What follows belongs to an exercise in optimizing a design on an open flow for small area and a short achievable clock period; a production flow would make more cautious choices. Function was checked by simulation only, so behaviour that the tests miss may differ from the original. No activity file was given, so power comes from the tool's default toggle rates.

==> design/flow/design.v <==
package osiris_pkg;
    localparam int XLEN_DEF = 32;
    localparam logic [4:0] OPC_LOAD     = 5'b00000;
    localparam logic [4:0] OPC_MISC_MEM = 5'b00011;
    localparam logic [4:0] OPC_OP_IMM   = 5'b00100;
    localparam logic [4:0] OPC_AUIPC    = 5'b00101;
    localparam logic [4:0] OPC_STORE    = 5'b01000;
    localparam logic [4:0] OPC_OP       = 5'b01100;
    localparam logic [4:0] OPC_LUI      = 5'b01101;
    localparam logic [4:0] OPC_BRANCH   = 5'b11000;
    localparam logic [4:0] OPC_JALR     = 5'b11001;
    localparam logic [4:0] OPC_JAL      = 5'b11011;
endpackage
module if_id_reg #(
    parameter int CW = 16
) (
    input  logic          i_clk,
    input  logic          i_rst_n,
    input  logic          i_flush,
    input  logic          i_valid,
    input  logic [CW-1:0] i_ctrl,
    input  logic [4:0]    i_rd,
    input  logic [31:0]   i_a,
    input  logic [31:0]   i_b,
    input  logic [31:0]   i_pc,
    input  logic [31:0]   i_rs2,
    output logic          o_valid,
    output logic [CW-1:0] o_ctrl,
    output logic [4:0]    o_rd,
    output logic [31:0]   o_a,
    output logic [31:0]   o_b,
    output logic [31:0]   o_pc,
    output logic [31:0]   o_rs2
);
    always_ff @(posedge i_clk or negedge i_rst_n) begin
        if (!i_rst_n) o_valid <= 1'b0;
        else          o_valid <= i_valid & ~i_flush;
    end
    always_ff @(posedge i_clk) begin
        o_ctrl <= i_ctrl;
        o_rd   <= i_rd;
        o_a    <= i_a;
        o_b    <= i_b;
        o_pc   <= i_pc;
        o_rs2  <= i_rs2;
    end
endmodule
module op_decoder (
    input  logic [4:0] i_op,
    input  logic [2:0] i_funct_3,
    input  logic       i_funct_7_5,
    output logic       o_a_pc,      
    output logic       o_a_rs1,     
    output logic       o_a_rev,     
    output logic       o_b_rs2,     
    output logic       o_imm_i,
    output logic       o_imm_s,
    output logic       o_imm_b,
    output logic       o_imm_u,
    output logic       o_imm_j,
    output logic [2:0] o_fn,        
    output logic       o_sub,
    output logic       o_sra,
    output logic       o_jalr,
    output logic       o_jump,
    output logic       o_branch,
    output logic       o_reg_write,
    output logic       o_load,
    output logic       o_store,
    output logic       o_fence
);
    logic load, store, op_imm, op, lui, auipc, branch, jal, jalr, fence;
    assign load   = (i_op == osiris_pkg::OPC_LOAD);
    assign store  = (i_op == osiris_pkg::OPC_STORE);
    assign op_imm = (i_op == osiris_pkg::OPC_OP_IMM);
    assign op     = (i_op == osiris_pkg::OPC_OP);
    assign lui    = (i_op == osiris_pkg::OPC_LUI);
    assign auipc  = (i_op == osiris_pkg::OPC_AUIPC);
    assign branch = (i_op == osiris_pkg::OPC_BRANCH);
    assign jal    = (i_op == osiris_pkg::OPC_JAL);
    assign jalr   = (i_op == osiris_pkg::OPC_JALR);
    assign fence  = (i_op == osiris_pkg::OPC_MISC_MEM);
    logic d_alu, d_op, d_lui, d_branch;
    assign d_alu       = ~i_op[4] & i_op[2] & ~i_op[0];             
    assign d_op        = i_op[3] & i_op[2] & ~i_op[0];              
    assign d_lui       = ~i_op[4] & i_op[3] & i_op[0];              
    assign d_branch    = i_op[4] & ~i_op[0];                        
    assign o_a_pc      = i_op[4] ? (~i_op[0] | i_op[1])             
                                 : (i_op[0] & ~i_op[3]);            
    assign o_a_rev     = d_alu & (i_funct_3 == 3'b001);
    assign o_a_rs1     = ~o_a_pc & ~d_lui & ~o_a_rev;               
    assign o_b_rs2     = d_op;
    assign o_imm_s     = ~i_op[4] & i_op[3] & ~i_op[2];             
    assign o_imm_b     = d_branch;
    assign o_imm_u     = ~i_op[4] & i_op[0];                        
    assign o_imm_j     = i_op[4] & i_op[1];                         
    assign o_imm_i     = ~(o_imm_s | o_imm_b | o_imm_u | o_imm_j);
    assign o_fn        = (d_alu | d_branch) ? i_funct_3 : 3'b000;
    assign o_sub       = (d_op & i_funct_7_5 & (i_funct_3 == 3'b000)) |
                         (d_alu & (i_funct_3[2:1] == 2'b01));
    assign o_sra       = i_funct_7_5;
    assign o_jalr      = i_op[4] & i_op[0] & ~i_op[1];
    assign o_jump      = jal | jalr;
    assign o_branch    = branch;
    assign o_reg_write = load | op_imm | op | lui | auipc | jal | jalr;
    assign o_load      = load;
    assign o_store     = store;
    assign o_fence     = fence;
endmodule
module alu_decoder (
    input  logic [31:0] i_rs1,
    input  logic [31:0] i_rs2,
    input  logic [31:0] i_pc,
    input  logic [31:0] i_imm,
    input  logic        i_a_pc,
    input  logic        i_a_rs1,
    input  logic        i_a_rev,
    input  logic        i_b_rs2,
    input  logic        i_sub,
    output logic [31:0] o_a,
    output logic [31:0] o_b
);
    logic [31:0] rs1_rev;
    for (genvar i = 0; i < 32; i++) begin : g_rev
        assign rs1_rev[i] = i_rs1[31-i];
    end
    assign o_a = ({32{i_a_pc}} & i_pc) | ({32{i_a_rs1 & ~i_sub}} & i_rs1) |
                 ({32{i_a_rs1 & i_sub}} & ~i_rs1) | ({32{i_a_rev}} & rs1_rev);
    assign o_b = i_b_rs2 ? i_rs2 : i_imm;
endmodule
module control_unit (
    input  logic [31:0] i_rs1,
    input  logic [31:0] i_rs2,
    output logic [16:0] o_cmp,
    input  logic [16:0] i_cmp,
    input  logic [2:0]  i_funct_3,
    input  logic        i_go,
    input  logic        i_branch,
    input  logic        i_jump,
    input  logic        i_reg_write,
    input  logic        i_load,
    input  logic        i_store,
    input  logic        i_fence,
    output logic        o_reg_write,
    output logic        o_mem_write,
    output logic [1:0]  o_result_src,
    output logic        o_fence,
    output logic        o_pc_src
);
    logic [31:0] e, l;
    logic [7:0]  nib_eq, nib_lt;
    logic        top_lt_s;
    assign e = ~(i_rs1 ^ i_rs2);
    assign l = ~i_rs1 & i_rs2;
    always_comb begin
        for (int b = 0; b < 8; b++) begin
            nib_lt[b] = 1'b0;
            nib_eq[b] = 1'b1;
            for (int i = 4*b; i < 4*b + 4; i++) begin
                nib_lt[b] = l[i] | (e[i] & nib_lt[b]);
                nib_eq[b] = nib_eq[b] & e[i];
            end
        end
        top_lt_s = 1'b0;
        for (int i = 28; i < 31; i++) top_lt_s = l[i] | (e[i] & top_lt_s);
        top_lt_s = (i_rs1[31] & ~i_rs2[31]) | (e[31] & top_lt_s);
    end
    assign o_cmp = {top_lt_s, nib_lt, nib_eq};
    logic [7:0] q_eq, q_lt;
    logic       q_lt_s, lo_lt, eq, lt, ltu, taken;
    logic       lt10, eq10, lt32, eq32, lt54, eq54, lt3210;
    assign q_eq   = i_cmp[7:0];
    assign q_lt   = i_cmp[15:8];
    assign q_lt_s = i_cmp[16];
    assign lt10   = q_lt[1] | (q_eq[1] & q_lt[0]);
    assign eq10   = q_eq[1] & q_eq[0];
    assign lt32   = q_lt[3] | (q_eq[3] & q_lt[2]);
    assign eq32   = q_eq[3] & q_eq[2];
    assign lt54   = q_lt[5] | (q_eq[5] & q_lt[4]);
    assign eq54   = q_eq[5] & q_eq[4];
    assign lt3210 = lt32 | (eq32 & lt10);
    assign lo_lt  = q_lt[6] | (q_eq[6] & (lt54 | (eq54 & lt3210)));
    assign eq     = &q_eq;
    assign ltu    = q_lt[7] | (q_eq[7] & lo_lt);
    assign lt     = q_lt_s  | (q_eq[7] & lo_lt);
    assign taken = i_funct_3[2] ? ((i_funct_3[1] ? ltu : lt) ^ i_funct_3[0])
                                : (eq ^ (~i_funct_3[1] & i_funct_3[0]));
    assign o_reg_write  = i_go & i_reg_write;
    assign o_mem_write  = i_go & i_store;
    assign o_result_src = {i_go & i_jump, i_go & i_load};
    assign o_fence      = i_go & i_fence;
    assign o_pc_src     = i_go & (i_jump | (i_branch & taken));
endmodule
module imm_extend (
    input  logic [31:7] i_instr,
    input  logic        i_imm_i,
    input  logic        i_imm_s,
    input  logic        i_imm_b,
    input  logic        i_imm_u,
    input  logic        i_imm_j,
    output logic [31:0] o_imm
);
    logic [31:0] imm_i, imm_s, imm_b, imm_u, imm_j;
    assign imm_i = {{20{i_instr[31]}}, i_instr[31:20]};
    assign imm_s = {{20{i_instr[31]}}, i_instr[31:25], i_instr[11:7]};
    assign imm_b = {{20{i_instr[31]}}, i_instr[7], i_instr[30:25], i_instr[11:8], 1'b0};
    assign imm_u = {i_instr[31:12], 12'b0};
    assign imm_j = {{12{i_instr[31]}}, i_instr[19:12], i_instr[20], i_instr[30:21], 1'b0};
    assign o_imm = ({32{i_imm_i}} & imm_i) | ({32{i_imm_s}} & imm_s) |
                   ({32{i_imm_b}} & imm_b) | ({32{i_imm_u}} & imm_u) |
                   ({32{i_imm_j}} & imm_j);
endmodule
module id_ex_reg (
    input  logic        i_clk,
    input  logic        i_valid,
    input  logic        i_reg_write,
    input  logic        i_mem_write,
    input  logic [1:0]  i_result_src,
    input  logic        i_fence,
    input  logic        i_pc_src,
    input  logic [31:0] i_result,
    input  logic [31:0] i_pc_plus4,
    input  logic [31:0] i_store_data,
    input  logic [4:0]  i_rd,
    output logic        o_valid,
    output logic        o_reg_write,
    output logic        o_mem_write,
    output logic [1:0]  o_result_src,
    output logic        o_fence,
    output logic        o_pc_src,
    output logic [31:0] o_result,
    output logic [31:0] o_pc_plus4,
    output logic [31:0] o_store_data,
    output logic [4:0]  o_rd
);
    always_ff @(posedge i_clk) begin
        o_valid      <= i_valid;
        o_reg_write  <= i_reg_write;
        o_mem_write  <= i_mem_write;
        o_result_src <= i_result_src;
        o_fence      <= i_fence;
        o_pc_src     <= i_pc_src;
        o_result     <= i_result;
        o_pc_plus4   <= i_pc_plus4;
        o_store_data <= i_store_data;
        o_rd         <= i_rd;
    end
endmodule
module ex_stage (
    input  logic [31:0] i_a,        
    input  logic [31:0] i_b,
    input  logic [4:0]  i_shamt,    
    input  logic [2:0]  i_fn,
    input  logic        i_sub,
    input  logic        i_sra,
    input  logic        i_clr0,
    input  logic        i_branch,   
    input  logic [31:0] i_pc,
    output logic [31:0] o_result,
    output logic [31:0] o_pc_plus4
);
    logic [32:0] sum;
    logic        f_add, f_sll, f_slt, f_sltu, f_sr, s_p, s_g;
    logic [31:0] sh_out, sh_rev;
    logic [32:0] sh_ext;
    logic [31:0] p, g;
    assign p = i_a ^ i_b;
    assign g = i_a & i_b;
    logic [31:0] low;
    logic        c31, lt_c1, lt_c0;
    assign low = {1'b0, i_a[30:0]} + {1'b0, i_b[30:0]};
    assign c31 = low[31];
    assign sum = {1'b0, p[31] ^ c31, low[30:0]} ^ {1'b0, {32{i_sub}}};
    assign lt_c1 = (f_slt & ~g[31]) | (f_sltu & (p[31] | g[31]));
    assign lt_c0 = (f_slt & ~(p[31] | g[31])) | (f_sltu & g[31]);
    assign sh_ext = $signed({i_sra & i_fn[2] & i_a[31], i_a}) >>> i_shamt;
    assign sh_out = sh_ext[31:0];
    for (genvar i = 0; i < 32; i++) begin : g_rev
        assign sh_rev[i] = sh_out[31-i];
    end
    assign f_add  = i_branch | (i_fn == 3'b000);
    assign f_sll  = ~i_branch & (i_fn == 3'b001);
    assign f_slt  = ~i_branch & (i_fn == 3'b010);
    assign f_sltu = ~i_branch & (i_fn == 3'b011);
    assign f_sr   = ~i_branch & (i_fn == 3'b101);
    assign s_p    = ~i_branch & ((i_fn == 3'b100) | (i_fn == 3'b110));
    assign s_g    = ~i_branch & ((i_fn == 3'b110) | (i_fn == 3'b111));
    logic [31:0] sum_m;
    assign sum_m = {sum[31:1], sum[0] & ~i_clr0};
    assign o_result = ({32{f_add}} & sum_m) | ({32{f_sll}} & sh_rev) |
                      ({32{f_sr}} & sh_out) | ({32{s_p}} & p) | ({32{s_g}} & g) |
                      {31'd0, c31 ? lt_c1 : lt_c0};
    logic [31:2] inc_c;
    assign inc_c[2] = 1'b1;
    for (genvar i = 3; i < 32; i++) begin : g_inc
        assign inc_c[i] = &i_pc[i-1:2];
    end
    assign o_pc_plus4 = {i_pc[31:2] ^ inc_c, i_pc[1:0]};
endmodule
module osiris_id_ex #(
    parameter int XLEN = osiris_pkg::XLEN_DEF
) (
    input  logic            i_clk,
    input  logic            i_rst_n,
    input  logic            i_valid,
    input  logic [31:0]     i_instr,
    input  logic [XLEN-1:0] i_pc,
    input  logic [XLEN-1:0] i_rs1_data,
    input  logic [XLEN-1:0] i_rs2_data,
    output logic            o_ex_valid,
    output logic [XLEN-1:0] o_ex_alu_result,
    output logic [XLEN-1:0] o_ex_pc_plus4,
    output logic [XLEN-1:0] o_ex_store_data,
    output logic [4:0]      o_ex_rd,
    output logic            o_ex_reg_write,
    output logic            o_ex_mem_write,
    output logic [1:0]      o_ex_result_src,
    output logic            o_ex_fence,
    output logic            o_pc_src,
    output logic [XLEN-1:0] o_pc_target
);
    logic       a_pc, a_rs1, a_rev, b_rs2;
    logic       imm_i, imm_s, imm_b, imm_u, imm_j;
    logic [2:0] fn_if;
    logic       sub_if, sra_if, jalr_if, jump_if, branch_if;
    logic       reg_write_if, load_if, store_if, fence_if;
    logic [16:0] cmp_if;
    op_decoder u_op_decoder (
        .i_op        (i_instr[6:2]),
        .i_funct_3   (i_instr[14:12]),
        .i_funct_7_5 (i_instr[30]),
        .o_a_pc      (a_pc),
        .o_a_rs1     (a_rs1),
        .o_a_rev     (a_rev),
        .o_b_rs2     (b_rs2),
        .o_imm_i     (imm_i),
        .o_imm_s     (imm_s),
        .o_imm_b     (imm_b),
        .o_imm_u     (imm_u),
        .o_imm_j     (imm_j),
        .o_fn        (fn_if),
        .o_sub       (sub_if),
        .o_sra       (sra_if),
        .o_jalr      (jalr_if),
        .o_jump      (jump_if),
        .o_branch    (branch_if),
        .o_reg_write (reg_write_if),
        .o_load      (load_if),
        .o_store     (store_if),
        .o_fence     (fence_if)
    );
    logic [31:0] imm;
    imm_extend u_imm_extend (
        .i_instr (i_instr[31:7]),
        .i_imm_i (imm_i),
        .i_imm_s (imm_s),
        .i_imm_b (imm_b),
        .i_imm_u (imm_u),
        .i_imm_j (imm_j),
        .o_imm   (imm)
    );
    logic [31:0] a_if, b_if;
    alu_decoder u_alu_decoder (
        .i_rs1   (i_rs1_data),
        .i_rs2   (i_rs2_data),
        .i_pc    (i_pc),
        .i_imm   (imm),
        .i_a_pc  (a_pc),
        .i_a_rs1 (a_rs1),
        .i_a_rev (a_rev),
        .i_b_rs2 (b_rs2),
        .i_sub   (sub_if),
        .o_a     (a_if),
        .o_b     (b_if)
    );
    localparam int CW = 34;
    logic          v_id, go, pc_src_ex;
    logic [CW-1:0] ctrl_id;
    logic [4:0]    rd_id;
    logic [31:0]   a_id, b_id, pc_id, rs2_id;
    if_id_reg #(.CW(CW)) u_if_id_reg (
        .i_clk   (i_clk),
        .i_rst_n (i_rst_n),
        .i_flush (pc_src_ex),
        .i_valid (i_valid),
        .i_ctrl  ({i_instr[5] ? i_rs2_data[4:0] : i_instr[24:20], cmp_if, branch_if, fence_if, store_if, load_if, reg_write_if,
                   jump_if, jalr_if, sra_if, sub_if, fn_if}),
        .i_rd    (i_instr[11:7]),
        .i_a     (a_if),
        .i_b     (b_if),
        .i_pc    (i_pc),
        .i_rs2   (i_rs2_data),
        .o_valid (v_id),
        .o_ctrl  (ctrl_id),
        .o_rd    (rd_id),
        .o_a     (a_id),
        .o_b     (b_id),
        .o_pc    (pc_id),
        .o_rs2   (rs2_id)
    );
    logic [31:0] result, pc_plus4;
    ex_stage u_ex_stage (
        .i_a        (a_id),
        .i_b        (b_id),
        .i_shamt    (ctrl_id[33:29]),
        .i_fn       (ctrl_id[2:0]),
        .i_sub      (ctrl_id[3]),
        .i_sra      (ctrl_id[4]),
        .i_clr0     (ctrl_id[5]),
        .i_branch   (ctrl_id[11]),
        .i_pc       (pc_id),
        .o_result   (result),
        .o_pc_plus4 (pc_plus4)
    );
    logic       reg_write, mem_write, fence, pc_src;
    logic [1:0] result_src;
    assign go = v_id & ~pc_src_ex;
    control_unit u_control_unit (
        .i_rs1        (i_rs1_data),
        .i_rs2        (i_rs2_data),
        .o_cmp        (cmp_if),
        .i_cmp        (ctrl_id[28:12]),
        .i_funct_3    (ctrl_id[2:0]),
        .i_go         (go),
        .i_branch     (ctrl_id[11]),
        .i_jump       (ctrl_id[6]),
        .i_reg_write  (ctrl_id[7]),
        .i_load       (ctrl_id[8]),
        .i_store      (ctrl_id[9]),
        .i_fence      (ctrl_id[10]),
        .o_reg_write  (reg_write),
        .o_mem_write  (mem_write),
        .o_result_src (result_src),
        .o_fence      (fence),
        .o_pc_src     (pc_src)
    );
    logic [31:0] result_ex;
    id_ex_reg u_id_ex_reg (
        .i_clk        (i_clk),
        .i_valid      (go),
        .i_reg_write  (reg_write),
        .i_mem_write  (mem_write),
        .i_result_src (result_src),
        .i_fence      (fence),
        .i_pc_src     (pc_src),
        .i_result     (result),
        .i_pc_plus4   (pc_plus4),
        .i_store_data (rs2_id),
        .i_rd         (rd_id),
        .o_valid      (o_ex_valid),
        .o_reg_write  (o_ex_reg_write),
        .o_mem_write  (o_ex_mem_write),
        .o_result_src (o_ex_result_src),
        .o_fence      (o_ex_fence),
        .o_pc_src     (pc_src_ex),
        .o_result     (result_ex),
        .o_pc_plus4   (o_ex_pc_plus4),
        .o_store_data (o_ex_store_data),
        .o_rd         (o_ex_rd)
    );
    assign o_pc_src        = pc_src_ex;
    assign o_ex_alu_result = result_ex;
    assign o_pc_target     = result_ex;
endmodule
==> design/flow/flow/run.sh <==
#!/bin/bash
set -euo pipefail
export BUFFER_PORTS_ARGS="-buffer_cell sky130_fd_sc_hd__buf_1"
export CTS_ARGS="-sink_clustering_enable -repair_clock_nets -dont_use_dummy_load -sink_clustering_size 20 -sink_clustering_max_diameter 100 -buf_list {sky130_fd_sc_hd__clkbuf_8 sky130_fd_sc_hd__clkbuf_16}"
export SETUP_SLACK_MARGIN=5.85
bash standard.sh > standard.log 2>&1
==> design/flow/standard.sh <==
#!/bin/bash
# synth_recipe.tcl (not shown) runs the flow's synth.tcl, then flattens the netlist and writes it again
# the make line also repeats each setting of config.mk as NAME=value (left out here)
make -C /OpenROAD-flow-scripts/flow DESIGN_CONFIG=/design/flow/config.mk WORK_HOME=/design/flow/orfs CLKGATE_MAP_FILE= SYNTH_SCRIPT=/design/flow/synth_recipe.tcl "${@:-finish}"
==> design/flow/config.mk <==
export PLATFORM = sky130hd
export DESIGN_NAME = osiris_id_ex
export DESIGN_NICKNAME = osiris_id_ex
export VERILOG_FILES = /design/flow/design.v
export SDC_FILE = /design/flow/constraint.sdc
export NUM_CORES = 4
export LEC_CHECK = 0
export CAP_MARGIN = 20
export CORE_MARGIN = 2
export CORE_UTILIZATION = 55
export PLACE_DENSITY = 0.68
export SLEW_MARGIN = 20
==> design/flow/constraint.sdc <==
create_clock -name core_clock -period 8.5 [get_ports {i_clk}]
set_input_delay 1.7000 -clock core_clock [delete_from_list [all_inputs] [get_ports {i_clk}]]
set_output_delay 1.7000 -clock core_clock [all_outputs]
set_load 0.01 [all_outputs]
==> flow_summary.yaml, run 1 <==
run_status:
  status: "no timing/DRC/antenna violations"
synthesis:
  yosysSeqAreaShare_pct: 40.82
  yosys-top-cells-count: "dfxtp_1, a21oi_1, o21ai_0"
  avgSynthCellArea_um2: 9.474
  synth_edf_count: 0
  synth_area_um2: 13550
  syn_inst: 1430
  synth-seq-cells: 276
  synth_cell_types: 64
  yosys-top-cells-area: "dfxtp_1, ha_1, xnor2_1, mux4_2, a21oi_1"
  synth_top_area_share_pct: 40.64
  synth_nets: 1633
  yosysWarningCount: 3
  synth_ff_type: "dfxtp_1"
  synth_most_common_cell: "dfxtp_1"
  async_flop_share_pct: 0.3623
  synth_top_cell_by_area: "dfxtp_1"
routing:
  wl_per_cell_um: 22.65
  route.final.wire_length_um: 44800
  routed_via_density: 6.065
  drt_iter0_markers: 1127
  dr.pass1.iters: 7
  ant_nets: 0
  vias: 12000
  drc_errors: 0
worst_setup_path:
  crit_arrival_ns: 0.99
  setup.worst_path.end_class: "output pin"
  cp_slowest_cell: "dfxtp_1"
  path_cells: "buf_2"
  crit_path_start_kind: "flop"
  cp_max_fo: 1
  cp_data_required_time_ns: 6.80
  cp_top_family: "flip-flops"
  crit_buf_inv: 1
  crit_type: "flop to output pin"
  cpPeakStageDelay_ns: 0.33
die:
  core_area_um2: 24250
  initial_core_util_pct: 55.87
  rows: 57
  die_w_um: 161.0
  die_area_um2: 25900
  ios: 271
  die_h_um: 161.0
sta:
  period_share_pct: 31.65
  maxSlewViolCount: 0
  fin_ws_ns: 5.810
  tns_ns: 0
  tightest_slew_ns: 0.7383
  max_freq_mhz: 371.7
  grt_setup_unrepaired: "true"
  setup_violations: 0
  clock_skew_ns: 0.07474
  relSlewSlack_pct: 50.40
  finalHoldViolations: 0
  period_needed_ns: 2.690
place:
  dp_slack_ns: 4.377
  portBuffers: 268
  hpwl_um: 32670
  dp.cells: 1922
  gp_congestion: 0.9731
power:
  power.leakage_nw: 6.848
  p_sw_share_pct: 32.53
  power_frac_seq_pct: 45.2
  power_switching_w: 0.001105
  ir_worst_vdd_mv: 0.2065
  power.density_nw_per_um2: 205.9
  p_int_w: 0.002293
  pwr-share-comb_pct: 31.7
  pwr-share-clk_pct: 23.0
clock_tree:
  hold_buffers: 0
  clock_latency_ns: 0.53
  cts_sinks: 276
  path_clk_slew_ns: 0.08
  ctsLongestPathBuffers: 3
  cts_tree: "yes"
  h-tree-depth: 1
  clock-root-buffer: "clkbuf_16"
  cts_inserted_buffers: 18
global_route:
  grt_pass1_wl_um: 64060
  grt_antenna_before_repair: 0
  grt_max_degree: 53
  grt_pass1_vias: 11370
  grt_overflow: 0
  grt_usage_pct: 31.93
layout:
  layout.nets: 1859
  final_util_pct: 68.05
  layout-drive-gt1-share_pct: 23.94
  antenna_cells: 0
  final_cells: 1978
  area_delta_synth_final_pct: 21.80
worst_hold_path:
  hp-class: "flop to flop"
run:
  cap_violations: 0
-- kinds of logic after synthesis --
family | count (synthesis) | synth area share, %
and+or+nand+nor | 334 | 12.06
adders and majority gates | 72 | 6.705
xor gates and xnor gates | 102 | 6.594
buffers and inverters | 167 | 5.855
AOI/OAI and AO/OA | 399 | 19.07
DFF | 276 | 40.82
muxes | 80 | 8.894
-- layout by cell type, fill, tap and decap left out, types with 26 or more instances in the layout --
cell | Yosys | layout
o21ai_1 | 2 | 33
xnor2_1 | 79 | 76
clkbuf_16 | 0 | 26
ha_1 | 71 | 59
buf_2 | 16 | 74
dfxtp_1 | 275 | 209
mux4_2 | 29 | 29
inv_1 | 53 | 50
a21oi_1 | 111 | 97
buf_4 | 33 | 33
o21ai_0 | 97 | 64
nand2_1 | 87 | 86
buf_1 | 4 | 125
a22oi_1 | 44 | 43
buf_6 | 3 | 50
mux2i_1 | 30 | 28
nor2_1 | 95 | 89
dfxtp_2 | 0 | 57
-- sequential cells by signal, indices dropped and copies added (netlist names), 2 cells and up --
signal and flops:
u_id_ex_reg.o_rd 5, u_id_ex_reg.o_result 32, u_if_id_reg.o_a 32, u_id_ex_reg.o_pc_plus4 32
u_if_id_reg.o_b 32, u_if_id_reg.o_rs2 32, u_id_ex_reg.o_store_data 32, u_if_id_reg.o_ctrl 34
u_if_id_reg.o_rd 5, u_if_id_reg.o_pc 32, u_id_ex_reg.o_result_src 2
-- power groups by stage --
stage / logic (W) / registers, W / clock network (W)
2_1_floorplan: 0.000662 / 0.00155 / 0
3_3_place_gp: 0.000897 / 0.00155 / 0
3_5_place_dp: 0.000906 / 0.00155 / 0
4_1_cts: 0.000969 / 0.00152 / 0.000798
5_1_grt: 0.00116 / 0.00155 / 0.000842
6_report: 0.00108 / 0.00154 / 0.000783
-- per-stage QoR --
stage	hold slack, ns	instance area, um^2	total power [W]
2_1_floorplan	0.3096	13660	0.002209
3_3_place_gp	0.3100	14560	0.002444
3_5_place_dp	0.3121	14560	0.002456
4_1_cts	0.2794	15560	0.003287
5_1_grt	0.2869	16500	0.003544
6_report	0.2787	16500	0.003398
-- area by class of cell --
class | count | area [um^2]
inverters | 53 | 205.2
well taps | 324 | 405.4
fillers | 1962 | 7746
repair buffers | 320 | 2140
flip-flops and latches | 276 | 5635
multi-input cells | 987 | 7666
clock buffers | 18 | 450.4
-- timing repair --
action	4_1_cts	5_1_grt
pin swaps	8	21
resized for setup	213	146
cloned	0	9
buffers inserted	8	21
endpoints found under the setup margin	221	168
-- path summary, 6_finish.rpt --
kind / start / cells after the start / end / slack [ns]
hold reg to reg: u_if_id_reg.o_rs2[18] / 0 / u_id_ex_reg.o_store_data[18] / 0.28
max in group asynchronous: i_rst_n / 1 / u_if_id_reg.o_valid / 7.44
setup reg to reg: u_if_id_reg.o_a[1] / 9 / u_id_ex_reg.o_result[13] / 5.88
hold / removal: u_if_id_reg.o_rs2[18] / 0 / u_id_ex_reg.o_store_data[18] / 0.28
min in group asynchronous: i_rst_n / 1 / u_if_id_reg.o_valid / 0.96
setup / recovery: u_id_ex_reg.o_store_data[20] / 1 / o_ex_store_data[20] / 5.81
-- per-layer routing --
| layer | up-vias | part of all wire, % | global-route usage, % |
|---|---|---|---|
| met5 | - | 0 | 0 |
| met4 | 0 | 4.4 | 12.54 |
| met3 | 103 | 8.6 | 5.708 |
| met2 | 626 | 46 | 51.27 |
| met1 | 5693 | 41 | 42.94 |
| li1 | 5575 | - | - |
==> run 2, diff against run 1 <==
==> design/flow/flow/run.sh (replaced) <==
#!/bin/bash
set -euo pipefail
export BUFFER_PORTS_ARGS="-buffer_cell sky130_fd_sc_hd__buf_1"
export CTS_ARGS="-sink_clustering_enable -repair_clock_nets -dont_use_dummy_load -sink_clustering_size 20 -sink_clustering_max_diameter 100 -buf_list {sky130_fd_sc_hd__clkbuf_8 sky130_fd_sc_hd__clkbuf_16}"
export SETUP_SLACK_MARGIN=5.8
bash standard.sh > standard.log 2>&1
==> run 2 against run 1 <==
Against the previous run:
- register-to-register slack got worse by 0.03 ns
- hold slack improved by 0.044 ns
- wire length decreased by 3.2%
- critical path type is now input pin to flop
- critical endpoint is now u_if_id_reg.o_a[28]
- largest cell class unchanged
- highest routed layer unchanged
==> flow_summary.yaml, run 2 <==
synthesis:
  yosysSeqAreaShare_pct: 40.82
  synth_compound_area_share_pct: 19.07
  synth_top_family_by_area: "compound AO/OA/AOI/OAI gates"
  synthMuxAreaShare_pct: 8.894
  avgSynthCellArea_um2: 9.474
  synth_fa_ha_area_share_pct: 6.705
  synth_top_cell_by_area: "dfxtp_1"
  async_flop_share_pct: 0.3623
  yosys-top-cells-area: "dfxtp_1, ha_1, xnor2_1, mux4_2, a21oi_1"
  synth-seq-cells: 276
  syn_inst: 1430
  synth_edf_count: 0
  yosysWarningCount: 3
  synth_most_common_cell: "dfxtp_1"
  synth_ff_type: "dfxtp_1"
  synth_area_um2: 13550
  yosys-top-cells-count: "dfxtp_1, a21oi_1, o21ai_0"
  synth_cell_types: 64
  synth_nets: 1633
  synth_simple_gate_area_share_pct: 12.06
  synth_top_area_share_pct: 40.64
  synth_xor_area_share_pct: 6.594
layout:
  antenna_cells: 0
  layout.nets: 1837
  top_register: "u_if_id_reg.o_ctrl"
  multi_input_area_um2: 7536
  fillers: 2098
  final-seq-area_um2: 5569
  final_util_pct: 64.46
  most-common-layout-cells: "dfxtp_1, buf_1, a21oi_1"
  area_delta_synth_final_pct: 15.38
  design_area_um2: 15630
  largest_register_ff_count: 34
  layout_commonest_cell: "dfxtp_1"
  layout-drive-gt1-share_pct: 17.40
worst_setup_path:
  crit_arrival_ns: 3.09
  cp_data_required_time_ns: 8.88
  cp_top_family: "buffers and inverters"
  cp_max_fo: 16
  crit_buf_inv: 3
  cp_slowest_cell: "clkbuf_16"
  setup.worst_path.end_class: "flop"
  crit_type: "input pin to flop"
  crit_path_start_kind: "input pin"
  cpPeakStageDelay_ns: 0.27
  path_cells: "buf_2, inv_2, and3_4, nand3_4, a21oi_4, clkbuf_16, xnor2_1, o21ai_1"
routing:
  route.final.wire_length_um: 43370
  ant_nets: 0
  drc_errors: 0
  routed_via_density: 6.055
  drt_iter0_markers: 1218
  vias: 11840
  wl_per_cell_um: 22.17
  dr.pass1.iters: 7
clock_tree:
  ctsLongestPathBuffers: 3
  hold_buffers: 0
  path_clk_slew_ns: 0.08
  h-tree-depth: 1
  cts_tree: "yes"
  cts_sinks: 276
  cts_inserted_buffers: 17
  clock-root-buffer: "clkbuf_16"
  clock_latency_ns: 0.51
place:
  gp_congestion: 0.9497
  hpwl_um: 32800
  placed_area_um2: 14530
  portBuffers: 268
sta:
  period_needed_ns: 2.710
  period_share_pct: 31.88
  setup_violations: 0
  hold_slack_ns: 0.3228
  relSlewSlack_pct: 32.00
  maxSlewViolCount: 0
  grt_setup_unrepaired: "true"
  max_freq_mhz: 369.1
  clock_skew_ns: 0.01999
  finalHoldViolations: 0
  tns_ns: 0
  tightest_slew_ns: 1.019
run_status:
  status: "no timing/DRC/antenna violations"
global_route:
  grt_overflow: 0
  grt_pass1_vias: 11190
  grt_usage_pct: 32.01
  grt_antenna_before_repair: 0
  grt_pass1_wl_um: 64180
  grt_max_degree: 53
power:
  power.leakage_nw: 6.450
  power_frac_seq_pct: 46.3
  power_switching_w: 0.001088
  p_sw_share_pct: 33.03
  pwr-share-comb_pct: 30.3
  power.density_nw_per_um2: 210.8
  p_int_w: 0.002207
  pwr-share-clk_pct: 23.3
  ir_worst_vdd_mv: 0.1906
die:
  ios: 271
  die_h_um: 161.0
  rows: 57
  initial_core_util_pct: 55.87
  die_w_um: 161.0
  die_area_um2: 25900
  core_area_um2: 24250
run:
  cap_violations: 0
worst_hold_path:
  hp-class: "flop to flop"
[run 2: cell count changes in the layout (fill, tap and decap cells not counted), sizes merged]
| cell | delta |
|---|---|
| clkbuf | +55 |
| buf | -77 |
[run 2: layer usage]
layer  vias up  track usage, %  part of all wire [%]  wire [um]
met5         -               0                     0          0
met4         0           9.862                   3.2       1398
met3        94           5.139                   8.8       3821
met2       611           52.54                    47      20230
met1      5607           43.57                    41      17920
li1       5531               -                     -          -
[run 2: logic make-up after synthesis]
logic type                 after synthesis
AOI/OAI and AO/OA                      399
and+or+nand+nor                        334
DFF                                    276
buffers and inverters                  167
xor gates and xnor gates               102
muxes                                   80
adders and majority gates               72
[run 2: timing repair]
| item | CTS | global route |
|---|---|---|
| hold endpoints to repair | 0 | 0 |
| gates cloned | 0 | 3 |
| gates resized for setup | 60 | 138 |
| buffers inserted | 5 | 11 |
| pin swaps | 5 | 14 |
| setup endpoints to repair | 113 | 143 |
[run 2: layout make-up]
class,count,share of cell area [%]
repair buffers,299,9.549
flip-flops and latches,276,35.63
well taps,324,2.593
clock buffers,17,2.722
multi-input cells,987,48.21
inverters,53,1.297
[run 2: power by group through the flow]
stage	clock network, W	registers (W)	logic (W)
global route	0.000820	0.00154	0.00109
floorplan	0	0.00155	0.000661
detailed placement	0	0.00155	0.000902
finish	0.000769	0.00153	0.00100
CTS	0.000779	0.00152	0.000932
global placement	0	0.00155	0.000895
[run 2: metrics by stage]
stage | total power [W] | cells | setup WS (ns)
floorplan | 0.002209 | 1430 | 5.608
global placement | 0.002443 | 1920 | 4.439
detailed placement | 0.002454 | 1920 | 4.383
CTS | 0.003231 | 1942 | 5.781
global route | 0.003445 | 1956 | 5.765
finish | 0.003295 | 1956 | 5.790
[run 2: path summary, 6_finish.rpt]
| kind | from | end | slack, ns | cells past startpoint |
|---|---|---|---|---|
| setup / recovery | i_instr[2] | u_if_id_reg.o_a[28] | 5.79 | 8 |
| hold / removal | u_if_id_reg.o_rd[3] | u_id_ex_reg.o_rd[3] | 0.32 | 0 |
| setup reg to reg | u_if_id_reg.o_a[13] | u_id_ex_reg.o_result[27] | 5.85 | 9 |
| hold reg to reg | u_if_id_reg.o_rd[3] | u_id_ex_reg.o_rd[3] | 0.32 | 0 |
| max in group asynchronous | i_rst_n | u_if_id_reg.o_valid | 7.45 | 1 |
| min in group asynchronous | i_rst_n | u_if_id_reg.o_valid | 0.95 | 1 |
==> run 3, diff against run 2 <==
==> design/flow/flow/run.sh (replaced) <==
#!/bin/bash
set -euo pipefail
export BUFFER_PORTS_ARGS="-buffer_cell sky130_fd_sc_hd__buf_1"
export CTS_ARGS="-sink_clustering_enable -repair_clock_nets -dont_use_dummy_load -sink_clustering_size 20 -sink_clustering_max_diameter 100 -buf_list {sky130_fd_sc_hd__clkbuf_8 sky130_fd_sc_hd__clkbuf_16}"
export SETUP_SLACK_MARGIN=5.65
bash standard.sh > standard.log 2>&1
==> run 3 against run 2 <==
Against the previous run:
- still clean
- combinational power decreased by 4%
- clock skew increased by 0.012 ns
- final area decreased by 2.1%
- hold slack got worse by 0.0013 ns
- clock power increased by 2.7%
- critical path type is now flop to flop
- largest power group unchanged
==> flow_summary.yaml, run 3 <==
run_status:
  status: "no timing/DRC/antenna violations"
synthesis:
  synth_nets: 1633
  synth_simple_gate_area_share_pct: 12.06
  yosysWarningCount: 3
  synthMuxAreaShare_pct: 8.894
  yosys-top-cells-area: "dfxtp_1, ha_1, xnor2_1, mux4_2, a21oi_1"
  synth_edf_count: 0
  synth_top_area_share_pct: 40.64
  synth_cell_types: 64
  synth_top_cell_by_area: "dfxtp_1"
  synth_most_common_cell: "dfxtp_1"
  synth_fa_ha_area_share_pct: 6.705
  avgSynthCellArea_um2: 9.474
  synth_ff_type: "dfxtp_1"
  yosys-top-cells-count: "dfxtp_1, a21oi_1, o21ai_0"
  synth_xor_area_share_pct: 6.594
  async_flop_share_pct: 0.3623
  synth-seq-cells: 276
  synth_compound_area_share_pct: 19.07
  synth_area_um2: 13550
  syn_inst: 1430
  yosysSeqAreaShare_pct: 40.82
  synth_top_family_by_area: "compound AO/OA/AOI/OAI gates"
layout:
  layout.nets: 1832
  area_delta_synth_final_pct: 12.93
  layout_commonest_cell: "dfxtp_1"
  top_register: "u_if_id_reg.o_ctrl"
  largest_register_ff_count: 34
  most-common-layout-cells: "dfxtp_1, buf_1, a21oi_1"
  layout-drive-gt1-share_pct: 9.219
sta:
  tightest_slew_ns: 1.091
  maxSlewViolCount: 0
  max_freq_mhz: 355.9
  period_needed_ns: 2.810
  finalHoldViolations: 0
  grt_setup_unrepaired: "true"
  period_share_pct: 33.05
  setup_violations: 0
  clock_skew_ns: 0.03166
  tns_ns: 0
  hold_slack_ns: 0.3214
  relSlewSlack_pct: 27.16
clock_tree:
  path_clk_slew_ns: 0.08
  cts_sinks: 276
  cts_tree: "yes"
  clock-root-buffer: "clkbuf_16"
  cts_inserted_buffers: 18
  h-tree-depth: 1
  clock_latency_ns: 0.52
  ctsLongestPathBuffers: 3
power:
  power_frac_seq_pct: 46.8
  p_sw_share_pct: 33.33
  pwr-share-clk_pct: 24.1
  ir_worst_vdd_mv: 0.1862
  power_switching_w: 0.001093
  p_int_w: 0.002187
  power.leakage_nw: 6.115
  power.density_nw_per_um2: 214.4
  pwr-share-comb_pct: 29.1
  power.total_w: 0.003280
global_route:
  grt_max_degree: 53
  grt_pass1_wl_um: 66000
  grt_antenna_before_repair: 5
  grt_usage_pct: 33.38
  grt_overflow: 0
  grt_pass1_vias: 11200
routing:
  drt_iter0_markers: 1135
  dr.pass1.iters: 7
  route.final.wire_length_um: 44340
  routed_via_density: 6.086
  wl_per_cell_um: 22.70
  drc_errors: 0
  ant_nets: 0
  vias: 11890
worst_setup_path:
  cp_max_fo: 4
  critPathCapture: "u_id_ex_reg.o_result[22]"
  reg2reg_to: "u_id_ex_reg.o_result[22]"
  crit_path_start_kind: "flop"
  cp_data_required_time_ns: 8.82
  r2r_slack_ns: 5.69
  worstSetupStartpoint: "u_if_id_reg.o_a[0]"
  setup.worst_path.end_class: "flop"
  reg2regPathDepth: 11
  crit_type: "flop to flop"
  crit_arrival_ns: 3.13
  regToRegStartpoint: "u_if_id_reg.o_a[0]"
die:
  initial_core_util_pct: 55.87
  die_h_um: 161.0
  core_area_um2: 24250
  die_area_um2: 25900
  ios: 271
  die_w_um: 161.0
  rows: 57
place:
  portBuffers: 268
  gp_congestion: 1.030
  hpwl_um: 34080
worst_hold_path:
  hp-class: "flop to flop"
run:
  cap_violations: 0
run 3: layer usage:
layer	vias up	global-route usage [%]	share of wire (%)
met5	-	0	0.088
met4	6	12.58	4.4
met3	108	7.851	10
met2	621	55.31	46
met1	5642	42.49	39
li1	5508	-	-
run 3: worst min-delay path by stage:
stage                                   end  slack, ns             startpoint  cells after the start
6_report       u_id_ex_reg.o_store_data[11]       0.32  u_if_id_reg.o_rs2[11]                      0
5_1_grt        u_id_ex_reg.o_store_data[11]       0.33  u_if_id_reg.o_rs2[11]                      0
4_1_cts        u_id_ex_reg.o_store_data[11]       0.32  u_if_id_reg.o_rs2[11]                      0
3_5_place_dp      u_id_ex_reg.o_pc_plus4[1]       0.31    u_if_id_reg.o_pc[1]                      0
3_3_place_gp            u_id_ex_reg.o_rd[4]       0.31    u_if_id_reg.o_rd[4]                      0
2_1_floorplan     u_id_ex_reg.o_pc_plus4[0]       0.31    u_if_id_reg.o_pc[0]                      0
run 3: final cells by class:
| cell class | instances | area, um^2 |
|---|---|---|
| fill | 2154 | 8949 |
| multi-input combinational | 987 | 7427 |
| sequential | 276 | 5550 |
| timing repair buffer | 293 | 1259 |
| clock buffer | 18 | 450.4 |
| tap | 324 | 405.4 |
| inverter | 53 | 202.7 |
| antenna | 2 | 5.005 |
run 3: through the flow:
stage	utilization, %	setup slack, ns	std cells	area (um^2)
global placement	60.11	4.614	1922	14580
detailed placement	60.11	4.582	1922	14580
global route	63.08	5.626	1951	15290
finish	63.10	5.690	1953	15300
CTS	62.58	5.639	1943	15170
floorplan	-	5.608	1430	13680
run 3: power by group through the flow:
stage | logic, W | clock network, W | registers [W]
floorplan | 0.000661 | 0 | 0.00155
detailed placement | 0.000909 | 0 | 0.00156
global placement | 0.000904 | 0 | 0.00156
global route | 0.00104 | 0.000844 | 0.00154
finish | 0.000956 | 0.000790 | 0.00153
CTS | 0.000931 | 0.000800 | 0.00153
run 3: worst max-delay path, stage by stage, from the launching register on:
cell	delay (ns)
dfxtp_2	0.40
ha_4	0.17
inv_1	0.05
fa_1	0.41
nor2b_1	0.13
o21ai_1	0.10
o21ai_2	0.26
a41oi_4	0.21
a21oi_2	0.21
a31oi_1	0.12
xnor2_1	0.34
o221ai_1	0.21
run 3: logic make-up after synthesis:
group	Yosys count
compound gates	399
simple gates	334
flops	276
buf+inv	167
xor+xnor	102
mux	80
fa+ha+maj	72
run 3: what timing repair did:
action | 4_1_cts | 5_1_grt
hold buffers | 0 | 0
resized for setup | 29 | 21
setup buffers | 3 | 8
setup endpoints to repair | 88 | 71
pin swaps | 4 | 7
==> run 4, diff against run 3 <==
==> design/flow/flow/run.sh (replaced) <==
#!/bin/bash
set -euo pipefail
export BUFFER_PORTS_ARGS="-buffer_cell sky130_fd_sc_hd__buf_1"
export CTS_ARGS="-sink_clustering_enable -repair_clock_nets -dont_use_dummy_load -sink_clustering_size 20 -sink_clustering_max_diameter 100 -buf_list {sky130_fd_sc_hd__clkbuf_8 sky130_fd_sc_hd__clkbuf_16}"
export SETUP_SLACK_MARGIN=5.75
bash standard.sh > standard.log 2>&1
==> run 4 against run 3 <==
Against the previous run:
- still clean
- final area up 0.38%
- first-iteration DRC count down 11%
- synthesized area unchanged
- via count down 2.7%
- fmax up 3.0%
- cell count down 0.20%
- hold slack better by 0.0023 ns
- wire length down 6.8%
- non-clock buffer count down 1
- setup slack better by 0.081 ns
==> flow_summary.yaml, run 4 <==
clock_tree:
  clock_latency_ns: 0.50
  clock-root-buffer: "clkbuf_16"
  h-tree-depth: 1
  path_clk_slew_ns: 0.08
  cts_sinks: 276
  cts_tree: "yes"
  ctsLongestPathBuffers: 3
  cts_inserted_buffers: 17
synthesis:
  synth_most_common_cell: "dfxtp_1"
  synth_cell_types: 64
  synth-seq-cells: 276
  synth_nets: 1633
  synth_top_area_share_pct: 40.64
  avgSynthCellArea_um2: 9.474
  synth_area_um2: 13550
  synth_ff_type: "dfxtp_1"
  yosysWarningCount: 3
  syn_inst: 1430
  yosysSeqAreaShare_pct: 40.82
  yosys-top-cells-count: "dfxtp_1, a21oi_1, o21ai_0"
  synth_top_cell_by_area: "dfxtp_1"
  async_flop_share_pct: 0.3623
  yosys-top-cells-area: "dfxtp_1, ha_1, xnor2_1, mux4_2, a21oi_1"
  synth_edf_count: 0
global_route:
  grt_usage_pct: 30.92
  grt_pass1_wl_um: 62040
  grt_antenna_before_repair: 0
  grt_overflow: 0
  grt_pass1_vias: 10830
  grt_max_degree: 53
die:
  ios: 271
  die_w_um: 161.0
  initial_core_util_pct: 55.87
  rows: 57
  core_area_um2: 24250
  die_h_um: 161.0
  die_area_um2: 25900
worst_setup_path:
  reg2reg_to: "u_id_ex_reg.o_result[13]"
  worstSetupStartpoint: "u_id_ex_reg.o_store_data[20]"
  crit_arrival_ns: 1.03
  critical_path_cell_count: 1
  cp_slowest_cell: "dfxtp_1"
  critPathCapture: "o_ex_store_data[20]"
  path_cells: "buf_1"
  crit_buf_inv: 1
  crit_type: "flop to output pin"
  regToRegStartpoint: "u_if_id_reg.o_a[9]"
  cpPeakStageDelay_ns: 0.36
  cp_data_required_time_ns: 6.80
  reg2regPathDepth: 10
  crit_path_start_kind: "flop"
  r2r_slack_ns: 5.78
  cp_max_fo: 1
  cp_top_family: "flip-flops"
  setup.worst_path.end_class: "output pin"
place:
  hpwl_um: 31970
  dp.cells: 1920
  portBuffers: 268
  gp_congestion: 0.9965
routing:
  route.final.wire_length_um: 41330
  drc_errors: 0
  ant_nets: 0
  drt_iter0_markers: 1015
  wl_per_cell_um: 21.21
  routed_via_density: 5.936
  dr.pass1.iters: 6
  vias: 11570
sta:
  grt_setup_unrepaired: "false"
  tightest_slew_ns: 0.9542
  max_freq_mhz: 366.5
  clock_skew_ns: 0.01904
  tns_ns: 0
  setup_violations: 0
  maxSlewViolCount: 0
  relSlewSlack_pct: 36.32
  period_needed_ns: 2.729
  finalHoldViolations: 0
  period_share_pct: 32.10
layout:
  largest_register_ff_count: 34
  area_delta_synth_final_pct: 13.36
  layout_commonest_cell: "dfxtp_1"
  final_cells: 1949
  final-seq-area_um2: 5553
  fillers: 2109
  top_register: "u_if_id_reg.o_ctrl"
  antenna_cells: 0
  multi_input_area_um2: 7490
  layout-drive-gt1-share_pct: 9.908
  layout.nets: 1830
  most-common-layout-cells: "dfxtp_1, buf_1, a21oi_1"
run_status:
  status: "no timing/DRC/antenna violations"
power:
  power.density_nw_per_um2: 211.0
  power.leakage_nw: 6.111
  ir_worst_vdd_mv: 0.1804
run:
  cap_violations: 0
worst_hold_path:
  hold_path_depth: 0
  hp-class: "flop to flop"
[run 4: cell counts after synthesis]
No cell type changed its count.
[run 4: cell families after synthesis]
logic type / Yosys count / synth area share, %
compound gates: 399 / 19.07
simple gates: 334 / 12.06
flops: 276 / 40.82
buf+inv: 167 / 5.855
xor+xnor: 102 / 6.594
mux: 80 / 8.894
fa+ha+maj: 72 / 6.705
[run 4: how the worst min path moves through the flow]
stage,startpoint,to,slack (ns)
detailed placement,u_if_id_reg.o_rs2[29],u_id_ex_reg.o_store_data[29],0.31
floorplan,u_if_id_reg.o_pc[0],u_id_ex_reg.o_pc_plus4[0],0.31
finish,u_if_id_reg.o_rs2[20],u_id_ex_reg.o_store_data[20],0.32
global placement,u_if_id_reg.o_rs2[29],u_id_ex_reg.o_store_data[29],0.31
CTS,u_if_id_reg.o_rs2[21],u_id_ex_reg.o_store_data[21],0.33
global route,u_if_id_reg.o_rs2[20],u_id_ex_reg.o_store_data[20],0.33
[run 4: layer usage]
metal	vias to the layer above	wire length, um	track usage [%]
met4	0	1465	10.06
met2	571	18590	48.75
li1	5511	-	-
met3	84	3727	6.637
met5	-	0	0
met1	5403	17550	42.51
[run 4: per-stage QoR]
step	utilization [%]	power (W)	hold WS (ns)	setup slack, ns	cell area [um^2]
detailed placement	59.93	0.002451	0.3121	4.398	14530
global placement	59.93	0.002440	0.3100	4.400	14530
finish	63.34	0.003241	0.3237	5.771	15360
floorplan	-	0.002209	0.3096	5.608	13650
global route	63.34	0.003401	0.3345	5.746	15360
CTS	62.33	0.003217	0.3274	5.751	15110
[run 4: worst reg2reg max path: cells and delay by family (launching register included)]
| kind | cells | cell delay, ns |
|---|---|---|
| buffers and inverters | 1 | 0.18 |
| adders and majority gates | 1 | 0.33 |
| muxes | 1 | 0.29 |
| and+or+nand+nor | 3 | 0.58 |
| DFF | 1 | 0.45 |
| AOI/OAI and AO/OA | 4 | 0.72 |
[run 4: layout make-up]
cell class	instances	share of cell area, %
Inverter	53	1.320
Multi-Input combinational cell	987	48.77
Tap cell	324	2.640
Timing Repair Buffer	292	8.350
Clock buffer	17	2.770
Sequential cell	276	36.15
[run 4: power by group]
group          switching [W]  internal (W)
clock               0.000403      0.000357
sequential         0.0000962       0.00143
combinational       0.000569      0.000390
total                0.00107       0.00217
[run 4: repair_timing]
item	in CTS	in global routing
resized for setup	33	39
cloned	0	2
setup endpoints to repair	92	67
hold endpoints to repair	0	0
setup buffers	3	7
pin swaps	4	13
hold buffers	0	0
==> run 5, diff against run 4 <==
==> design/flow/flow/run.sh (replaced) <==
#!/bin/bash
set -euo pipefail
export BUFFER_PORTS_ARGS="-buffer_cell sky130_fd_sc_hd__buf_1"
export CTS_ARGS="-sink_clustering_enable -repair_clock_nets -dont_use_dummy_load -sink_clustering_size 14 -sink_clustering_max_diameter 80 -buf_list {sky130_fd_sc_hd__clkbuf_8 sky130_fd_sc_hd__clkbuf_16}"
export SETUP_SLACK_MARGIN=5.75
bash standard.sh > standard.log 2>&1
--- a/design/flow/config.mk
+++ b/design/flow/config.mk
@@ -8,5 +8,5 @@
 export CAP_MARGIN = 20
 export CORE_MARGIN = 2
 export CORE_UTILIZATION = 55
-export PLACE_DENSITY = 0.68
+export PLACE_DENSITY = 0.6
 export SLEW_MARGIN = 20
==> run 5 against run 4 <==
Against the previous run:
- still clean on timing, DRC and antenna
- critical path depth stayed put
- non-clock buffer count is 4 higher
- fmax hardly changed
- hold slack worse by 0.0049 ns
- sequential cell count stayed put
- utilization is 0.94 points higher
- wire length is 4.9% higher
- total power is 4.9% higher
- sequential power hardly changed
- critical path type unchanged
==> flow_summary.yaml, run 5 <==
run_status:
  status: "no timing/DRC/antenna violations"
sta:
  clock_skew_ns: 0.03211
  setup_violations: 0
  maxSlewViolCount: 0
  grt_setup_unrepaired: "true"
  relSlewSlack_pct: 34.79
  period_share_pct: 32.10
  finalHoldViolations: 0
  period_needed_ns: 2.728
  tns_ns: 0
  tightest_slew_ns: 0.9771
  fin_ws_ns: 5.772
  max_freq_mhz: 366.6
  hold_slack_ns: 0.3189
clock_tree:
  cts_inserted_buffers: 23
  clock_latency_ns: 0.53
  cts_sinks: 276
  ctsLongestPathBuffers: 3
  clock-root-buffer: "clkbuf_16"
  cts_tree: "yes"
  path_clk_slew_ns: 0.06
  h-tree-depth: 1
  hold_buffers: 0
place:
  placed_area_um2: 14550
  portBuffers: 268
  hpwl_um: 33170
  gp_congestion: 1.020
  dp_slack_ns: 4.258
global_route:
  grt_usage_pct: 32.27
  grt_pass1_wl_um: 64540
  grt_antenna_before_repair: 1
  grt_overflow: 0
  grt_pass1_vias: 10990
  grt_max_degree: 53
routing:
  ant_nets: 0
  drc_errors: 0
  drt_iter0_markers: 1209
  route.final.wire_length_um: 43340
  dr.pass1.iters: 8
  routed_via_density: 5.993
  vias: 11750
  wl_per_cell_um: 22.11
synthesis:
  synth_top_cell_by_area: "dfxtp_1"
  synth_cell_types: 64
  synth_most_common_cell: "dfxtp_1"
  synth_ff_type: "dfxtp_1"
  synth-seq-cells: 276
  yosys-top-cells-area: "dfxtp_1, ha_1, xnor2_1, mux4_2, a21oi_1"
  yosysWarningCount: 3
  yosysSeqAreaShare_pct: 40.82
  synth_top_area_share_pct: 40.64
  synth_nets: 1633
  yosys-top-cells-count: "dfxtp_1, a21oi_1, o21ai_0"
  avgSynthCellArea_um2: 9.474
  async_flop_share_pct: 0.3623
  synth_area_um2: 13550
  syn_inst: 1430
  synth_edf_count: 0
die:
  rows: 57
  core_area_um2: 24250
  die_h_um: 161.0
  initial_core_util_pct: 55.87
  die_area_um2: 25900
  die_w_um: 161.0
  ios: 271
worst_hold_path:
  hp-class: "flop to flop"
worst_setup_path:
  cp_max_fo: 1
  crit_type: "flop to output pin"
  path_cells: "buf_1"
  crit_arrival_ns: 1.03
  cp_slowest_cell: "dfxtp_1"
  cpPeakStageDelay_ns: 0.34
  crit_path_start_kind: "flop"
  cp_top_family: "flip-flops"
  crit_buf_inv: 1
  setup.worst_path.end_class: "output pin"
  cp_data_required_time_ns: 6.80
layout:
  area_delta_synth_final_pct: 15.05
  layout-drive-gt1-share_pct: 10.95
  layout.nets: 1840
  most-common-layout-cells: "dfxtp_1, buf_1, a21oi_1"
  design_area_um2: 15590
  fillers: 2075
  largest_register_ff_count: 34
  layout_commonest_cell: "dfxtp_1"
  top_register: "u_if_id_reg.o_ctrl"
power:
  ir_worst_vdd_mv: 0.1744
  power.density_nw_per_um2: 218.1
  power.leakage_nw: 6.240
run:
  cap_violations: 0
## run 5: worst paths after layout
check / slack (ns) / depth (start not counted) / startpoint / to
min in group asynchronous: 0.92 / 1 / i_rst_n / u_if_id_reg.o_valid
worst max register to register: 5.78 / 9 / u_if_id_reg.o_a[11] / u_id_ex_reg.o_result[27]
worst max-delay path: 5.77 / 1 / u_id_ex_reg.o_pc_plus4[22] / o_ex_pc_plus4[22]
worst min-delay path: 0.32 / 0 / u_if_id_reg.o_rs2[12] / u_id_ex_reg.o_store_data[12]
worst min register to register: 0.32 / 0 / u_if_id_reg.o_rs2[12] / u_id_ex_reg.o_store_data[12]
max in group asynchronous: 7.48 / 1 / i_rst_n / u_if_id_reg.o_valid
## run 5: final cells by class
cell class	instances	area, um^2	area share, %
clock buffer	23	575.6	3.692
tap	324	405.4	2.601
antenna	1	2.502	0.01605
multi-input combinational	987	7495	48.08
inverter	53	202.7	1.300
timing repair buffer	296	1354	8.685
sequential	276	5553	35.62
## run 5: kinds of logic (layout without fill, tap and decap cells)
kind of cell | count (synthesis) | count (layout) | share of synthesized area, %
and+or+nand+nor | 334 | 334 | 12.06
AOI/OAI and AO/OA | 399 | 399 | 19.07
adders and majority gates | 72 | 72 | 6.705
DFF | 276 | 276 | 40.82
muxes | 80 | 80 | 8.894
other | 0 | 1 | 0
buffers and inverters | 167 | 372 | 5.855
xor gates and xnor gates | 102 | 102 | 6.594
## run 5: stage by stage
step	instances	power [W]	util, %
after CTS	1953	0.003379	63.42
after global routing	1959	0.003557	64.27
final	1960	0.003400	64.28
after detailed placement	1922	0.002457	60.01
after global placement	1922	0.002448	60.01
after floorplan	1430	0.002209	-
## run 5: power by group
group | switching [W] | internal, W | total (W) | leakage (nW)
Combinational | 0.000573 | 0.000394 | 0.000967 | 3.63
Clock | 0.000430 | 0.000475 | 0.000905 | 0.283
Sequential | 0.0000997 | 0.00143 | 0.00153 | 2.33
## run 5: repair_timing
item                       4_1_cts  5_1_grt
gates cloned                     0        2
buffers inserted                 8        4
resized for setup               48       37
setup endpoints to repair      100       65
pin swaps                        9        9
## run 5: routing by layer
metal,track usage [%],vias up,share of wire [%]
li1,-,5525,-
met4,11.04,0,3.8
met2,51.31,566,45
met1,44.83,5572,43
met5,0,-,0
met3,5.269,83,7.7
==> run 6, diff against run 5 <==
--- a/design/flow/config.mk
+++ b/design/flow/config.mk
@@ -8,5 +8,5 @@
 export CAP_MARGIN = 20
 export CORE_MARGIN = 2
 export CORE_UTILIZATION = 55
-export PLACE_DENSITY = 0.6
+export PLACE_DENSITY = 0.68
 export SLEW_MARGIN = 20
==> run 6 against run 5 <==
Against the previous run:
- still clean
- utilization is 0.52 points lower
- combinational power is 1% lower
- sequential power hardly changed
- first-iteration DRC count is 7.3% lower
==> flow_summary.yaml, run 6 <==
worst_setup_path:
  cp_top_family: "flip-flops"
  cpPeakStageDelay_ns: 0.32
  crit_type: "flop to output pin"
  crit_buf_inv: 1
  cp_data_required_time_ns: 6.80
  setup.worst_path.end_class: "output pin"
  crit_arrival_ns: 1.02
  cp_slowest_cell: "dfxtp_1"
  cp_max_fo: 1
  path_cells: "buf_1"
  crit_path_start_kind: "flop"
synthesis:
  synth_top_area_share_pct: 40.64
  synth_ff_type: "dfxtp_1"
  synth_top_cell_by_area: "dfxtp_1"
  avgSynthCellArea_um2: 9.474
  synth_most_common_cell: "dfxtp_1"
  yosysSeqAreaShare_pct: 40.82
  synth-seq-cells: 276
  syn_inst: 1430
  yosysWarningCount: 3
  synth_cell_types: 64
  synth_nets: 1633
  yosys-top-cells-count: "dfxtp_1, a21oi_1, o21ai_0"
  async_flop_share_pct: 0.3623
  synth_area_um2: 13550
  synth_edf_count: 0
  yosys-top-cells-area: "dfxtp_1, ha_1, xnor2_1, mux4_2, a21oi_1"
place:
  portBuffers: 268
  gp_congestion: 0.9965
  hpwl_um: 31970
routing:
  ant_nets: 0
  vias: 11640
  drt_iter0_markers: 1121
  dr.pass1.iters: 8
  drc_errors: 0
  routed_via_density: 5.961
  route.final.wire_length_um: 41470
  wl_per_cell_um: 21.25
clock_tree:
  path_clk_slew_ns: 0.06
  clock_latency_ns: 0.53
  clock-root-buffer: "clkbuf_16"
  ctsLongestPathBuffers: 3
  h-tree-depth: 1
  cts_sinks: 276
  cts_tree: "yes"
  cts_inserted_buffers: 23
global_route:
  grt_antenna_before_repair: 0
  use_met3_pct: 6.276
  grt_overflow: 0
  grt_pass1_vias: 10820
  grt_usage_pct: 31.06
  grt_max_degree: 53
  use_met2_pct: 49.41
  grt_pass1_wl_um: 62190
  busiest_layer: "met2"
  grtUsageMet1_pct: 42.75
die:
  initial_core_util_pct: 55.87
  core_area_um2: 24250
  die_h_um: 161.0
  die_w_um: 161.0
  ios: 271
  rows: 57
  die_area_um2: 25900
sta:
  tightest_slew_ns: 0.9419
  finalHoldViolations: 0
  max_freq_mhz: 368.1
  period_share_pct: 31.96
  tns_ns: 0
  maxSlewViolCount: 0
  period_needed_ns: 2.717
  clock_skew_ns: 0.03531
  grt_setup_unrepaired: "true"
  relSlewSlack_pct: 37.14
  setup_violations: 0
  hold_slack_ns: 0.3258
layout:
  fillers: 2097
  final_util_pct: 63.77
  area_delta_synth_final_pct: 14.13
  largest_register_ff_count: 34
  layout_commonest_cell: "dfxtp_1"
  final-seq-area_um2: 5554
  layout-drive-gt1-share_pct: 10.63
  top_register: "u_if_id_reg.o_ctrl"
  layout.nets: 1833
  antenna_cells: 0
  most-common-layout-cells: "dfxtp_1, buf_1, a21oi_1"
  multi_input_area_um2: 7478
power:
  power.leakage_nw: 6.189
  power.density_nw_per_um2: 218.7
  power.total_w: 0.003382
  ir_worst_vdd_mv: 0.1699
run_status:
  status: "no timing/DRC/antenna violations"
worst_hold_path:
  hp-class: "flop to flop"
run:
  cap_violations: 0
## run 6: cell counts after synthesis
No cell type changed its count.
## run 6: layout make-up
class | count | area share, %
Clock buffer | 23 | 3.722
Inverter | 53 | 1.287
Multi-Input combinational cell | 987 | 48.37
Sequential cell | 276 | 35.92
Tap cell | 324 | 2.622
Timing Repair Buffer | 289 | 8.084
## run 6: worst paths after layout
check	startpoint	endpoint	slack, ns	depth (start not counted)
min in group asynchronous	i_rst_n	u_if_id_reg.o_valid	0.94	1
worst max-delay path	u_id_ex_reg.o_pc_plus4[27]	o_ex_pc_plus4[27]	5.78	1
worst max register to register	u_if_id_reg.o_a[7]	u_id_ex_reg.o_result[13]	5.82	10
worst min register to register	u_if_id_reg.o_rs2[27]	u_id_ex_reg.o_store_data[27]	0.33	0
max in group asynchronous	i_rst_n	u_if_id_reg.o_valid	7.46	1
worst min-delay path	u_if_id_reg.o_rs2[27]	u_id_ex_reg.o_store_data[27]	0.33	0
## run 6: what timing repair did
action                                  CTS  global route
buffers inserted                          2             6
hold buffers                              0             0
resized for setup                        39            38
pin swaps                                 4            10
gates cloned                              0             1
endpoints found under the setup margin   95            61
## run 6: cell families after synthesis
logic type / share of synthesized area [%]
adder cells (fa/ha/maj): 6.705
buffers and inverters: 5.855
AO/OA/AOI/OAI: 19.07
multiplexers: 8.894
flip-flops: 40.82
XOR/XNOR: 6.594
AND/OR/NAND/NOR: 12.06
## run 6: layer usage
layer  vias up  share of wire [%]  wire, um
li1       5525                  -         -
met1      5423                 43     17660
met2       603                 46     19010
met3        85                8.8      3629
met4         0                2.8      1176
met5         -                  0         0
## run 6: power by group
part | internal (W) | leakage (nW) | total (W) | switching, W
sequential | 0.00143 | 2.33 | 0.00152 | 0.0000960
clock | 0.000475 | 0.283 | 0.000905 | 0.000430
combinational | 0.000388 | 3.58 | 0.000953 | 0.000564
total | 0.00229 | 6.19 | 0.00338 | 0.00109
## run 6: metrics by stage
step | cells | worst slack [ns] | area, um^2
after floorplan | 1430 | 5.608 | 13650
after global placement | 1920 | 4.400 | 14530
after detailed placement | 1920 | 4.398 | 14530
after CTS | 1945 | 5.740 | 15270
after global routing | 1952 | 5.734 | 15460
final | 1952 | 5.783 | 15460
==> run 7, diff against run 6 <==
==> design/flow/flow/run.sh (replaced) <==
#!/bin/bash
set -euo pipefail
export BUFFER_PORTS_ARGS="-buffer_cell sky130_fd_sc_hd__buf_1"
export CTS_ARGS="-sink_clustering_enable -repair_clock_nets -dont_use_dummy_load -sink_clustering_size 14 -sink_clustering_max_diameter 80 -buf_list {sky130_fd_sc_hd__clkbuf_8 sky130_fd_sc_hd__clkbuf_16}"
export SETUP_SLACK_MARGIN=5.8
bash standard.sh > standard.log 2>&1
==> run 7 against run 6 <==
Against the previous run:
- fmax increased by 1.3%
- cell count increased by 0.31%
- combinational power increased by 7%
- sequential cell count unchanged
- non-clock buffer count increased by 5
- final area increased by 2.8%
==> flow_summary.yaml, run 7 <==
sta:
  grt_setup_unrepaired: "true"
  relSlewSlack_pct: 31.92
  tns_ns: 0
  clock_skew_ns: 0.01897
  period_needed_ns: 2.682
  period_share_pct: 31.56
  max_freq_mhz: 372.8
  fin_ws_ns: 5.818
  finalHoldViolations: 0
  hold_slack_ns: 0.3206
  maxSlewViolCount: 0
  tightest_slew_ns: 1.020
  setup_violations: 0
clock_tree:
  path_clk_slew_ns: 0.07
  cts_inserted_buffers: 24
  clock-root-buffer: "clkbuf_16"
  h-tree-depth: 1
  clock_latency_ns: 0.53
  cts_sinks: 276
  cts_tree: "yes"
  ctsLongestPathBuffers: 3
power:
  power_switching_w: 0.001116
  power_frac_seq_pct: 44.0
  ir_worst_vdd_mv: 0.2001
  p_sw_share_pct: 32.00
  pwr-share-comb_pct: 29.2
  pwr-share-clk_pct: 26.8
  power.density_nw_per_um2: 219.5
  power.leakage_nw: 6.634
  p_int_w: 0.002372
place:
  dp_slack_ns: 4.383
  gp_congestion: 0.9497
  hpwl_um: 32800
  placed_area_um2: 14530
  portBuffers: 268
synthesis:
  synth_nets: 1633
  synth_edf_count: 0
  avgSynthCellArea_um2: 9.474
  synth_cell_types: 64
  synth_most_common_cell: "dfxtp_1"
  synth_top_area_share_pct: 40.64
  syn_inst: 1430
  yosys-top-cells-count: "dfxtp_1, a21oi_1, o21ai_0"
  yosysSeqAreaShare_pct: 40.82
  synth_ff_type: "dfxtp_1"
  synth-seq-cells: 276
  synth_area_um2: 13550
  yosysWarningCount: 3
  yosys-top-cells-area: "dfxtp_1, ha_1, xnor2_1, mux4_2, a21oi_1"
  async_flop_share_pct: 0.3623
  synth_top_cell_by_area: "dfxtp_1"
worst_setup_path:
  crit_arrival_ns: 0.98
  cp_slowest_cell: "dfxtp_1"
  critPathCapture: "o_ex_pc_plus4[19]"
  cpPeakStageDelay_ns: 0.30
  crit_type: "flop to output pin"
  crit_path_start_kind: "flop"
  setup.worst_path.end_class: "output pin"
  reg2reg_to: "u_id_ex_reg.o_result[27]"
  cp_top_family: "flip-flops"
  cp_max_fo: 1
  crit_buf_inv: 1
  regToRegStartpoint: "u_if_id_reg.o_a[13]"
  critical_path_cell_count: 1
  path_cells: "buf_1"
  cp_data_required_time_ns: 6.80
  r2r_slack_ns: 5.85
  worstSetupStartpoint: "u_id_ex_reg.o_pc_plus4[19]"
  reg2regPathDepth: 9
global_route:
  grt_overflow: 0
  grt_pass1_vias: 11370
  grt_pass1_wl_um: 64980
  grt_antenna_before_repair: 0
  grt_max_degree: 53
  grt_usage_pct: 32.30
routing:
  wl_per_cell_um: 22.11
  ant_nets: 0
  drc_errors: 0
  vias: 11790
  dr.pass1.iters: 6
  drt_iter0_markers: 1206
  routed_via_density: 6.023
  route.final.wire_length_um: 43290
layout:
  largest_register_ff_count: 34
  final-seq-area_um2: 5595
  antenna_cells: 0
  layout-drive-gt1-share_pct: 20.56
  layout_commonest_cell: "dfxtp_1"
  area_delta_synth_final_pct: 17.30
  design_area_um2: 15890
  most-common-layout-cells: "dfxtp_1, buf_1, a21oi_1"
  multi_input_area_um2: 7518
  fillers: 2042
  layout.nets: 1839
  top_register: "u_if_id_reg.o_ctrl"
die:
  die_h_um: 161.0
  rows: 57
  die_area_um2: 25900
  core_area_um2: 24250
  die_w_um: 161.0
  initial_core_util_pct: 55.87
  ios: 271
run:
  cap_violations: 0
worst_hold_path:
  hp-start: "u_if_id_reg.o_rd[4]"
  hp-class: "flop to flop"
run_status:
  status: "no timing/DRC/antenna violations"
==> run 7: worst min path at each step <==
stage	endpoint	cells after the start	slack [ns]
after floorplan	u_id_ex_reg.o_pc_plus4[0]	0	0.31
after global placement	u_id_ex_reg.o_store_data[17]	0	0.31
after global routing	u_id_ex_reg.o_store_data[4]	0	0.32
after CTS	u_id_ex_reg.o_rd[4]	0	0.32
after detailed placement	u_id_ex_reg.o_rd[3]	0	0.31
final	u_id_ex_reg.o_rd[4]	0	0.32
==> run 7: kinds of logic (layout without fill, tap and decap cells) <==
kind of cell | after synthesis | in the layout | synth area share, %
AO/OA/AOI/OAI | 399 | 399 | 19.07
XOR/XNOR | 102 | 102 | 6.594
adder cells (fa/ha/maj) | 72 | 72 | 6.705
buffers and inverters | 167 | 371 | 5.855
flip-flops | 276 | 276 | 40.82
multiplexers | 80 | 80 | 8.894
AND/OR/NAND/NOR | 334 | 334 | 12.06
==> run 7: per-stage QoR <==
stage                     power [W]  util (%)  std cells
final                      0.003488     65.54       1958
after global routing       0.003644     65.54       1958
after CTS                  0.003432     63.94       1948
after detailed placement   0.002454     59.93       1920
after global placement     0.002443     59.93       1920
after floorplan            0.002209         -       1430
==> run 7: cell type report <==
cell class                      count  area share, %
Clock buffer                       24          3.779
Multi-Input combinational cell    987          47.31
Sequential cell                   276          35.21
Inverter                           53          1.275
Tap cell                          324          2.551
Timing Repair Buffer              294          9.873
==> run 7: repair_timing <==
action | CTS | global route
setup buffers | 4 | 8
gates cloned | 0 | 2
setup endpoints to repair | 205 | 131
pin swaps | 5 | 12
hold buffers | 0 | 0
gates resized for setup | 161 | 99
==> run 7: power groups by stage <==
stage	combinational, W	sequential [W]	clock, W
after floorplan	0.000661	0.00155	0
after global placement	0.000895	0.00155	0
after detailed placement	0.000902	0.00155	0
after CTS	0.000961	0.00152	0.000950
after global routing	0.00110	0.00155	0.000994
final	0.00102	0.00153	0.000936
==> run 7: per-layer routing <==
layer / up-vias / part of all wire, % / global-route usage, %
met3: 83 / 8.5 / 5.553
met2: 601 / 47 / 53.16
met5: - / 0 / 0
met4: 0 / 2.9 / 9.740
met1: 5584 / 42 / 43.70
li1: 5526 / - / -
